This is an optimization exercise on Yosys and OpenROAD, whose aim is small area, a short achievable clock period and few clock cycles per item, not a production implementation.
Function was not checked in any run shown here: the RTL went through the layout flow alone.

===== flow/config.mk =====
export PLATFORM = sky130hd
export DESIGN_NAME = streaming_top_k_selector_core
export DESIGN_NICKNAME = streaming_top_k_selector_core
export VERILOG_FILES = /design/flow/design.v
export SDC_FILE = /design/flow/constraint.sdc
export NUM_CORES = 4
export LEC_CHECK = 0
export CAP_MARGIN = 20
export CORE_MARGIN = 2
export CORE_UTILIZATION = 40
export PLACE_DENSITY = 0.6
export SETUP_SLACK_MARGIN = 3.4
export SLEW_MARGIN = 20

===== flow/constraint.sdc =====
create_clock -name core_clock -period 6.0 [get_ports {clk}]
set_input_delay 1.2000 -clock core_clock [delete_from_list [all_inputs] [get_ports {clk}]]
set_output_delay 1.2000 -clock core_clock [all_outputs]
set_load 0.01 [all_outputs]

===== flow/design.v =====
package stk_pkg;
    localparam int K_MAX     = 8;
    localparam int SCORE_W   = 32;
    localparam int IDX_W     = 18;
    localparam int KCFG_W    = 4;
    localparam int MTDATA_W  = 56;
endpackage
module stk_gt
(
    input  logic [31:0] a,
    input  logic [31:0] b,
    output logic        gt
);
    logic [31:0] g0, e0;
    logic [15:0] g1, e1;
    logic [7:0]  g2, e2;
    logic [3:0]  g3, e3;
    logic [1:0]  g4, e4;
    always_comb
    begin
        for (int i = 0; i < 31; i++)
        begin
            g0[i] = a[i] & ~b[i];
            e0[i] = ~(a[i] ^ b[i]);
        end
        g0[31] = ~a[31] & b[31];
        e0[31] = ~(a[31] ^ b[31]);
        for (int i = 0; i < 16; i++)
        begin
            g1[i] = g0[2*i+1] | (e0[2*i+1] & g0[2*i]);
            e1[i] = e0[2*i+1] & e0[2*i];
        end
        for (int i = 0; i < 8; i++)
        begin
            g2[i] = g1[2*i+1] | (e1[2*i+1] & g1[2*i]);
            e2[i] = e1[2*i+1] & e1[2*i];
        end
        for (int i = 0; i < 4; i++)
        begin
            g3[i] = g2[2*i+1] | (e2[2*i+1] & g2[2*i]);
            e3[i] = e2[2*i+1] & e2[2*i];
        end
        for (int i = 0; i < 2; i++)
        begin
            g4[i] = g3[2*i+1] | (e3[2*i+1] & g3[2*i]);
            e4[i] = e3[2*i+1] & e3[2*i];
        end
        gt = g4[1] | (e4[1] & g4[0]);
    end
endmodule
module streaming_top_k_selector_core
(
    input  logic         clk,
    input  logic         rst_n,
    input  logic         cfg_we,
    input  logic [3:0]   cfg_wdata,
    input  logic         s_tvalid,
    output logic         s_tready,
    input  logic [31:0]  s_tdata,
    input  logic         s_tlast,
    output logic         m_tvalid,
    input  logic         m_tready,
    output logic [55:0]  m_tdata,
    output logic [0:0]   m_tuser,
    output logic         m_tlast
);
    localparam logic [17:0] POS_LIMIT = 18'h3FFFF;
    logic [7:0]  km_cfg;         
    logic [2:0]  kc_cfg;         
    logic [17:0] pos_reg;        
    logic        first_reg;      
    logic        rdy_reg;        
    logic        ok_reg;         
    logic        s1_v;
    logic        s1_last;
    logic [7:0]  s1_km;
    logic [2:0]  s1_kc;
    logic [31:0] s1_score;
    logic        s2_v;
    logic        s2_last;
    logic [2:0]  s2_kc;
    logic [31:0] s2_score;
    logic [17:0] s2_idx;
    logic [7:0]  bt_reg;         
    logic [31:0] sc_reg [8];
    logic [17:0] ix_reg [8];
    logic [7:0]  vld_reg;        
    logic        act_reg;        
    logic [2:0]  ptr_reg;        
    logic [2:0]  tail_reg;       
    logic [3:0]  fr_reg;         
    logic        out_v;
    logic        out_last;
    logic        out_user;
    logic [49:0] out_data;
    logic [7:0]  chain;
    logic [7:0]  at;
    logic [7:0]  sd;
    logic        ins;
    logic        adj;
    logic        s2_end;
    logic [3:0]  n_cur;
    always_comb
    begin
        chain[0] = 1'b0;
        for (int m = 1; m < 8; m++)
        begin
            chain[m] = chain[m-1] || bt_reg[m-1];
        end
        ins = |bt_reg;
        n_cur = 4'($countones(vld_reg));
        adj = act_reg && (n_cur == {1'b0, ptr_reg});
        for (int m = 0; m < 8; m++)
        begin
            at[m] = bt_reg[m] && !chain[m];
            sd[m] = chain[m] && ((m == 0 ? 1'b1 : vld_reg[(m > 0) ? m - 1 : 0]) || adj);
        end
        s2_end = s2_v && s2_last;
    end
    logic [7:0] gl;
    logic       gi;
    for (genvar j = 0; j < 8; j++)
    begin : g_cmp
        stk_gt u_gt (.a(s1_score), .b(sc_reg[j]), .gt(gl[j]));
    end
    stk_gt u_gti (.a(s1_score), .b(s2_score), .gt(gi));
    logic beat;
    logic load;
    logic drain_end;
    logic filled;
    assign beat      = out_v && m_tready;
    assign load      = act_reg && (!out_v || m_tready);
    assign drain_end = (ptr_reg == tail_reg);
    assign filled    = (fr_reg != 4'd0);
    logic        move;
    logic        accept;
    logic        s1_load;
    logic        s1_v_n;
    logic        s1_last_n;
    logic        s2_v_n;
    logic        s2_last_n;
    logic [2:0]  s2_kc_n;
    logic [7:0]  vld_n;
    logic [7:0]  vld_ins;
    logic        act_n;
    logic [2:0]  ptr_n;
    logic [2:0]  tail_n;
    logic        out_v_n;
    logic [7:0]  g_n;
    logic        ok_n;
    assign move    = s1_v && ok_reg;
    assign accept  = s_tvalid && rdy_reg;
    assign s1_load = !s1_v || ok_reg;
    always_comb
    begin
        s1_v_n    = accept || (s1_v && !ok_reg);
        s1_last_n = s1_load ? s_tlast : s1_last;
        s2_v_n    = move;
        s2_last_n = s1_last;
        s2_kc_n   = s1_kc;
        out_v_n   = load || (out_v && !m_tready);
        vld_ins   = ins ? {vld_reg[6:0], 1'b1} : vld_reg;
        if (s2_end)
        begin
            vld_n  = 8'd0;
            act_n  = 1'b1;
            ptr_n  = 3'd0;
            tail_n = s2_kc;
        end
        else
        begin
            vld_n  = vld_ins;
            act_n  = act_reg && !(load && drain_end);
            ptr_n  = ptr_reg + 3'(load) + 3'(adj && ins);
            tail_n = tail_reg + 3'(adj && ins);
        end
        for (int m = 0; m < 8; m++)
        begin
            if (sd[m])
                g_n[m] = gl[(m > 0) ? m - 1 : 0];
            else if (at[m])
                g_n[m] = gi;
            else
                g_n[m] = gl[m];
        end
    end
    logic [3:0] n1;
    logic [3:0] p1;
    logic [3:0] t1;
    logic       adj1;
    logic       ld1;
    logic       act1;
    logic       safe1;
    logic       blocked1;
    logic [3:0] nn;
    always_comb
    begin
        nn       = 4'($countones(vld_n));
        blocked1 = s1_last_n && (act_n || (s2_v_n && s2_last_n));
        ld1      = act_n && !out_v_n;
        adj1     = (nn == {1'b0, ptr_n});
        n1       = nn + 4'(s2_v_n);
        p1       = {1'b0, ptr_n} + 4'(adj1 && s2_v_n) + 4'(ld1);
        t1       = {1'b0, tail_n} + 4'(adj1 && s2_v_n);
        act1     = !(ld1 && ptr_n == tail_n);
        if (s2_v_n && s2_last_n)
        begin
            safe1 = (s2_kc_n != 3'd7);
        end
        else if (!act_n)
        begin
            safe1 = 1'b1;
        end
        else
        begin
            safe1 = !act1 || (p1 > n1) || (t1 <= 4'd6);
        end
        ok_n = !blocked1 && safe1;
    end
    assign s_tready = rdy_reg;
    assign m_tvalid = out_v;
    assign m_tlast  = out_last;
    assign m_tuser  = out_user;
    assign m_tdata  = {6'b0, out_data};
    always_ff @(posedge clk or negedge rst_n)
    begin
        if (!rst_n)
        begin
            km_cfg    <= 8'h0F;
            kc_cfg    <= 3'd3;
            first_reg <= 1'b1;
            rdy_reg   <= 1'b1;
            ok_reg    <= 1'b1;
            s1_v      <= 1'b0;
            s2_v      <= 1'b0;
            vld_reg   <= 8'd0;
            act_reg   <= 1'b0;
            out_v     <= 1'b0;
        end
        else
        begin
            if (cfg_we)
            begin
                if (cfg_wdata == 4'd0)
                begin
                    kc_cfg <= 3'd0;
                    km_cfg <= 8'h01;
                end
                else if (cfg_wdata > 4'd8)
                begin
                    kc_cfg <= 3'd7;
                    km_cfg <= 8'hFF;
                end
                else
                begin
                    kc_cfg <= 3'(cfg_wdata - 4'd1);
                    km_cfg <= 8'((9'd1 << cfg_wdata) - 9'd1);
                end
            end
            if (accept)
            begin
                first_reg <= s_tlast;
            end
            rdy_reg <= !s1_v_n || ok_n;
            ok_reg  <= ok_n;
            s1_v    <= s1_v_n;
            s2_v    <= s2_v_n;
            vld_reg <= vld_n;
            act_reg <= act_n;
            out_v   <= out_v_n;
        end
    end
    always_ff @(posedge clk)
    begin
        if (accept)
        begin
            if (first_reg)
                pos_reg <= '0;
            else if (pos_reg != POS_LIMIT)
                pos_reg <= pos_reg + 18'd1;
        end
        if (s1_load)
        begin
            s1_km    <= km_cfg;
            s1_kc    <= kc_cfg;
            s1_score <= s_tdata;
        end
        s1_last  <= s1_last_n;
        s2_last  <= s2_last_n;
        s2_kc    <= s2_kc_n;
        s2_score <= s1_score;
        s2_idx   <= pos_reg;
        for (int m = 0; m < 8; m++)
        begin
            bt_reg[m] <= move && s1_km[m] && (!vld_n[m] || g_n[m]);
            if (sd[m])
            begin
                sc_reg[m] <= sc_reg[(m > 0) ? m - 1 : 0];
                ix_reg[m] <= ix_reg[(m > 0) ? m - 1 : 0];
            end
            else if (at[m])
            begin
                sc_reg[m] <= s2_score;
                ix_reg[m] <= s2_idx;
            end
        end
        ptr_reg  <= ptr_n;
        tail_reg <= tail_n;
        if (s2_end)
            fr_reg <= 4'($countones(vld_ins));
        else if (load && filled)
            fr_reg <= fr_reg - 4'd1;
        if (load)
        begin
            out_last <= drain_end;
            out_user <= filled;
            out_data <= filled ? {sc_reg[ptr_reg], ix_reg[ptr_reg]} : {32'h8000_0000, 18'b0};
        end
    end
endmodule

===== flow/run.sh =====
#!/bin/bash
# synth_recipe.tcl (not shown) runs the flow's synth.tcl, then flattens the netlist and writes it again
# the make line also repeats each setting of config.mk as NAME=value (left out here)
make -C /OpenROAD-flow-scripts/flow DESIGN_CONFIG=/design/flow/config.mk WORK_HOME=/design/flow/orfs CLKGATE_MAP_FILE= SYNTH_SCRIPT=/design/flow/synth_recipe.tcl finish

==> results of run 1 <==
-- worst paths after layout --
check,from,endpoint,depth (start not counted)
setup reg to reg,bt_reg[1]$_DFF_P_,rdy_reg$_DFF_PN1_,26
setup / recovery,bt_reg[1]$_DFF_P_,rdy_reg$_DFF_PN1_,26
min in group asynchronous,rst_n,act_reg$_DFF_PN0_,2
max in group asynchronous,rst_n,km_cfg[3]$_DFFE_PN1P_,2
hold / removal,s1_last$_DFF_P_,s2_last$_DFF_P_,0
hold reg to reg,s1_last$_DFF_P_,s2_last$_DFF_P_,0
-- repair_timing --
item | 4_1_cts | 5_1_grt
buffers inserted | 15 | 64
pin swaps | 28 | 65
setup endpoints to repair | 817 | 839
gates resized for setup | 83 | 342
cloned | 5 | 66
-- per-layer routing --
metal	share of wire, %	vias up
met4	5.3	0
met2	44	1595
met5	0	-
met3	11	336
met1	40	13100
li1	-	11900
-- worst register-to-register path, cell delays in order (launching register included) --
cell and delay [ps]:
dfxtp_2 320, or4_4 530, or3_4 360, nor3_4 190
buf_6 160, mux2i_4 270, nor2_4 70, fa_1 550
inv_2 40, fa_1 450, fa_1 490, inv_1 50
ha_2 170, fa_2 560, xor2_2 170, nor4_2 70
buf_4 140, fa_2 360, ha_4 260, ha_4 240
nor2b_4 120, o21a_1 160, o21a_1 170, o21ai_2 130
a31o_2 190, a31oi_4 100, nand2b_4 140
-- cell type report --
class                   count  area, µm²  share of cell area, %
diodes                      1       2.50                0.00590
clock buffers              95       1930                   4.54
clock inverters            36        344                  0.811
inverters                 334       1250                   2.95
multi-input cells        2042      15900                   37.4
flip-flops and latches    612      17600                   41.4
well taps                1134       1420                   3.34
repair buffers            311       4050                   9.53
-- cell families (layout without fill, tap and decap cells) --
family | after synthesis | after routing
XOR/XNOR | 33 | 33
multiplexers | 225 | 225
other | 1 | 7
flip-flops | 612 | 612
adder cells (fa/ha/maj) | 325 | 325
buffers and inverters | 469 | 776
AND/OR/NAND/NOR | 647 | 659
AO/OA/AOI/OAI | 793 | 794
-- placed cells by master (no fill, tap or decap), drive strengths merged, types with 7 or more instances in the layout --
cell	n
mux2i	53
a21oi	193
a221oi	45
a31oi	10
nand4	43
o21ai	367
and3	9
nor2	140
o22ai	39
nand3	23
clkinv	22
xnor2	13
buf	184
dfstp	9
or3	11
mux2	158
fa	14
dfxtp	69
or2	9
nor2b	7
clkbuf	127
mux4	14
and2	8
ha	309
clkdlybuf4s50	95
a22oi	12
inv	338
and4	10
edfxtp	517
nor4	9
nor3	19
nand2b	9
o21a	7
a21o	35
nand2	347
a211oi	27
xor2	20
dfrtp	17
o211ai	7
-- stage by stage --
stage | hold WS (ps) | worst slack (ps)
6_report | 378 | -500
5_1_grt | 385 | -716
4_1_cts | 378 | -511
3_5_place_dp | 364 | -632
3_3_place_gp | 361 | -611
2_1_floorplan | 346 | -881
==> flow_metrics.tcl, run 1 <==
set metrics [dict create \
    synthXorXnorAreaFrac_pct 0.851 \
    timing.final.max_slew_violations 9 \
    synth-compound-area-share_pct 13.6 \
    critical_path.max_stage_delay_ps 560 \
    path_max_fanout 5 \
    grt_first_pass_wirelength_mm 160 \
    setup_violations 2 \
    drt_pre_antenna_iters 6 \
    rsz0062_at_grt "true" \
    viasPerCell 5.91 \
    floorplan.initialDensity_pct 40.5 \
    detailed_place_hpwl_mm 67.5 \
    dr_total_vias 27000 \
    required_ps 6560 \
    synth_top_area_cell "edfxtp_1" \
    synth_top_family_by_area "compound AO/OA/AOI/OAI gates" \
    hold_viol 0 \
    drive_gt1_share_pct 20.0 \
    coreArea_um2 83800 \
    synthDominantCellAreaShare_pct 45.7 \
    ff2ff_setup_slack_ps -500 \
    area_growth_syn_to_layout_pct 25.0 \
    drt-total-wl_mm 123 \
    die_area_um2 87200 \
    postLayoutCellArea_um2 42400 \
    synth_common_cells "517 x edfxtp_1, 362 x o21ai_0, 337 x nand2_1" \
    syn_avg_cell_area_um2 10.9 \
    utilization_pct 50.6 \
    grt_pass1_vias 24800 \
    synthFlopType "edfxtp_1" \
    ctsHoldBuffers 0 \
    die_h_um 295 \
    setup_slack_ps -500 \
    grt-busiest-layer "met2" \
    clkTransAtPathRegs_ps 60 \
    max_freq_mhz 154 \
    gr-usage-met3_pct 4.24 \
    cts_tree "done" \
    tightestPinTransition_ps 1500 \
    routabilityCongestion 0.892 \
    yosys.cell_count.top_type "edfxtp_1" \
    yosys_warnings 6 \
    path_buf_inv 4 \
    ioPinCount 102 \
    status "finished with violations" \
    cts.path.max_buffers 3 \
    hp-class "reg2reg" \
    cp-end-kind "register" \
    synth_cells 3105 \
    synthArstFlopShare_pct 4.25 \
    drt_iter0_markers 3012 \
    synth-simple-area-share_pct 8.49 \
    max-cap-violations 1 \
    rows 106 \
    muxShareOfSynthArea_pct 7.73 \
    clkSinkCount 612 \
    crit_arrival_ps 7060 \
    place_area_um2 36800 \
    grt_use_met2_pct 39.3 \
    syn_area_um2 34000 \
    fp.dieW_um 295 \
    tns_ps -976 \
    wl_per_cell_um 26.8 \
    violatedChecks "max-capacitance violations, max-slew violations, negative setup slack" \
    drc 0 \
    synth_area_leaders "edfxtp_1 46%, ha_1 11%, o21ai_0 5.3%" \
    n_fill_cell 7393 \
    synth-edff-count 517 \
    htreeDepth 3 \
    fin_cells 4565 \
    max_slew_margin_pct -0.422 \
    startpoint_type "register" \
    grt_max_degree 120 \
    synthAdderAreaFrac_pct 12.3 \
    portBuffers 95 \
    fin_crit_ps 6500 \
    clock_skew_ps 23.3 \
    cpMaxStageDelayCell "fa_2" \
    synth_cell_type_count 75 \
    worst-setup-path-type "reg2reg" \
    antenna_found_initial 3 \
    cts-root-buf "clkbuf_16" \
    synth_seq_cells 612 \
    fin_nets 3737 \
    track_usage_pct 24.6 \
    ys_seq_area_share_pct 51.7 \
    largest_reg_flops 256 \
    ant_nets 0 \
    grt.met1_usage_pct 34.0 \
    post-route-period-util_pct 108 \
    cts_buffers 71 \
    crit_family "adder cells" \
    grt_overflow 0 \
    path_common_cell "fa_1" \
    placedCellCount 4283 \
    clock_latency_ps 630 \
]
==> inputs of run 2 (changes only) <==
--- a/flow/config.mk
+++ b/flow/config.mk
@@ -6,4 +6,5 @@
 export NUM_CORES = 4
 export LEC_CHECK = 0
+export ABC_CLOCK_PERIOD_IN_PS = 2500
 export CAP_MARGIN = 20
 export CORE_MARGIN = 2
==> flow_metrics.tcl, run 2 <==
set metrics [dict create \
    min_from "s1_last$_DFF_P_" \
    syn_avg_cell_area_um2 10.9 \
    clkSinkCount 612 \
    mostFrequentLayoutCells "517 x edfxtp_1, 325 x inv_1, 303 x o21ai_0" \
    setup_violations 2 \
    max_slew_margin_pct -0.422 \
    cts-root-buf "clkbuf_16" \
    hp-class "reg2reg" \
    dr_total_vias 27000 \
    routabilityCongestion 0.892 \
    critical_path.max_stage_delay_ps 560 \
    path_depth 26 \
    r2r_end "rdy_reg$_DFF_PN1_" \
    required_ps 6560 \
    status "finished with violations" \
    reg2reg_from "bt_reg[1]$_DFF_P_" \
    cpMaxStageDelayCell "fa_2" \
    clock_latency_ps 630 \
    cts_tree "done" \
    synthDominantCellAreaShare_pct 45.7 \
    startpoint_type "register" \
    fin_crit_ps 6500 \
    drc 0 \
    synth-edff-count 517 \
    grt_first_pass_wirelength_mm 160 \
    utilization_pct 50.6 \
    fin_nets 3737 \
    antenna_found_initial 3 \
    clock_skew_ps 23.3 \
    timing.final.max_slew_violations 9 \
    coreArea_um2 83800 \
    rsz0062_at_grt "true" \
    syn_area_um2 34000 \
    post-route-period-util_pct 108 \
    largest_reg_flops 256 \
    max_freq_mhz 154 \
    synth_common_cells "517 x edfxtp_1, 362 x o21ai_0, 337 x nand2_1" \
    die_h_um 295 \
    ff2ff_setup_slack_ps -500 \
    grt_max_degree 120 \
    drt_pre_antenna_iters 6 \
    portBuffers 95 \
    synthArstFlopShare_pct 4.25 \
    die_area_um2 87200 \
    final_common_cell "edfxtp_1" \
    floorplan.initialDensity_pct 40.5 \
    path_max_fanout 5 \
    track_usage_pct 24.6 \
    synth_cell_type_count 75 \
    reg2reg_depth 26 \
    detailed_place_hpwl_mm 67.5 \
    tightestPinTransition_ps 1500 \
    crit_arrival_ps 7060 \
    rows 106 \
    worst_hold_slack_ps 378 \
    path_common_cell "fa_1" \
    cts_buffers 71 \
    cts.path.max_buffers 3 \
    max-cap-violations 1 \
    drt_iter0_markers 3012 \
    yosys.cell_count.top_type "edfxtp_1" \
    drive_gt1_share_pct 20.0 \
    min_to "s2_last$_DFF_P_" \
    ys_seq_area_share_pct 51.7 \
    synth_area_leaders "edfxtp_1 46%, ha_1 11%, o21ai_0 5.3%" \
    setup_slack_ps -500 \
    hold_viol 0 \
    clkTransAtPathRegs_ps 60 \
    synth_top_area_cell "edfxtp_1" \
    tns_ps -976 \
    synth_cells 3105 \
    grt_overflow 0 \
    drt-total-wl_mm 123 \
    grt_pass1_vias 24800 \
    worst-setup-path-type "reg2reg" \
    ioPinCount 102 \
    violatedChecks "max-capacitance violations, max-slew violations, negative setup slack" \
    fin_cells 4565 \
    wl_per_cell_um 26.8 \
    htreeDepth 3 \
    area_growth_syn_to_layout_pct 25.0 \
    hold_depth 0 \
    ant_nets 0 \
    placedCellCount 4283 \
    fp.dieW_um 295 \
    synthFlopType "edfxtp_1" \
    crit_family "adder cells" \
    path_buf_inv 4 \
    synth_seq_cells 612 \
    viasPerCell 5.91 \
    cp-end-kind "register" \
    ctsHoldBuffers 0 \
    yosys_warnings 6 \
]
run 2: cell counts in the layout (fill, tap and decap cells not counted):
Identical to the previous run, type by type.
run 2: per-layer routing:
layer / share of wire (%) / vias to the layer above / track usage [%]
met1: 40 / 13100 / 34.0
met3: 11 / 336 / 4.24
met2: 44 / 1595 / 39.3
met5: 0 / - / 0
li1: - / 11900 / -
met4: 5.3 / 0 / 8.13
run 2: layout make-up:
class | count | area, µm²
Multi-Input combinational cell | 2042 | 15900
Inverter | 334 | 1250
Antenna cell | 1 | 2.50
Timing Repair Buffer | 311 | 4050
Clock buffer | 95 | 1930
Tap cell | 1134 | 1420
Sequential cell | 612 | 17600
Fill cell | 7393 | 41400
Clock inverter | 36 | 344
run 2: metrics by stage:
stage                     worst slack, ps  instance area [µm²]
after floorplan                      -881                34100
after global routing                 -716                42400
after global placement               -611                36800
after CTS                            -511                39600
after detailed placement             -632                36800
final                                -500                42400
run 2: kinds of logic (layout without fill, tap and decap cells):
| kind of cell | Yosys count | in the layout | share of synthesized area (%) |
|---|---|---|---|
| AOI/OAI and AO/OA | 793 | 794 | 13.6 |
| other | 1 | 7 | 0.0110 |
| buffers and inverters | 469 | 776 | 5.29 |
| adders and majority gates | 325 | 325 | 12.3 |
| muxes | 225 | 225 | 7.73 |
| and+or+nand+nor | 647 | 659 | 8.49 |
| DFF | 612 | 612 | 51.7 |
| xor gates and xnor gates | 33 | 33 | 0.851 |
run 2: timing repair:
action,in CTS,in global routing
setup endpoints to repair,817,839
buffers inserted,15,64
hold endpoints to repair,0,0
resized for setup,83,342
gates cloned,5,66
pin swaps,28,65
run 2: how the worst max path moves through the flow:
stage / startpoint / to
4_1_cts: bt_reg[1]$_DFF_P_ / rdy_reg$_DFF_PN1_
2_1_floorplan: bt_reg[0]$_DFF_P_ / rdy_reg$_DFF_PN1_
5_1_grt: bt_reg[1]$_DFF_P_ / rdy_reg$_DFF_PN1_
3_3_place_gp: bt_reg[1]$_DFF_P_ / rdy_reg$_DFF_PN1_
3_5_place_dp: bt_reg[1]$_DFF_P_ / rdy_reg$_DFF_PN1_
6_report: bt_reg[1]$_DFF_P_ / rdy_reg$_DFF_PN1_

[static timing again, ports no longer ideal]
The results above use ideal ports. As a check the final layouts listed here were re-extracted and re-timed, cells and wires unchanged. Step 1: set_driving_cell puts a clkbuf_16 on clk and a buf_2 on each other input, an assumption about the parent block. Step 2 adds t to the input delays and takes it off the output delays; t is the mean of the earliest and latest rising clock arrival at the registers after step 1. Input paths then give back, and output paths get back, about the clock's delay inside the block. Slacks: ideal ports / drivers / drivers and shift; pairs: ideal ports / drivers.
| run | shift t [ns] | setup WS [ns] | hold slack, ns | worst register clock-pin slew, ns | pins driven straight from the clock port |
|---|---|---|---|---|---|
| run 1 | 0.682 | -0.500 / -0.500 / -0.500 | 0.378 / 0.378 / 0.378 | 0.07 / 0.07 | 1 |
| run 2 | 0.682 | -0.500 / -0.500 / -0.500 | 0.378 / 0.378 / 0.378 | 0.07 / 0.07 | 1 |
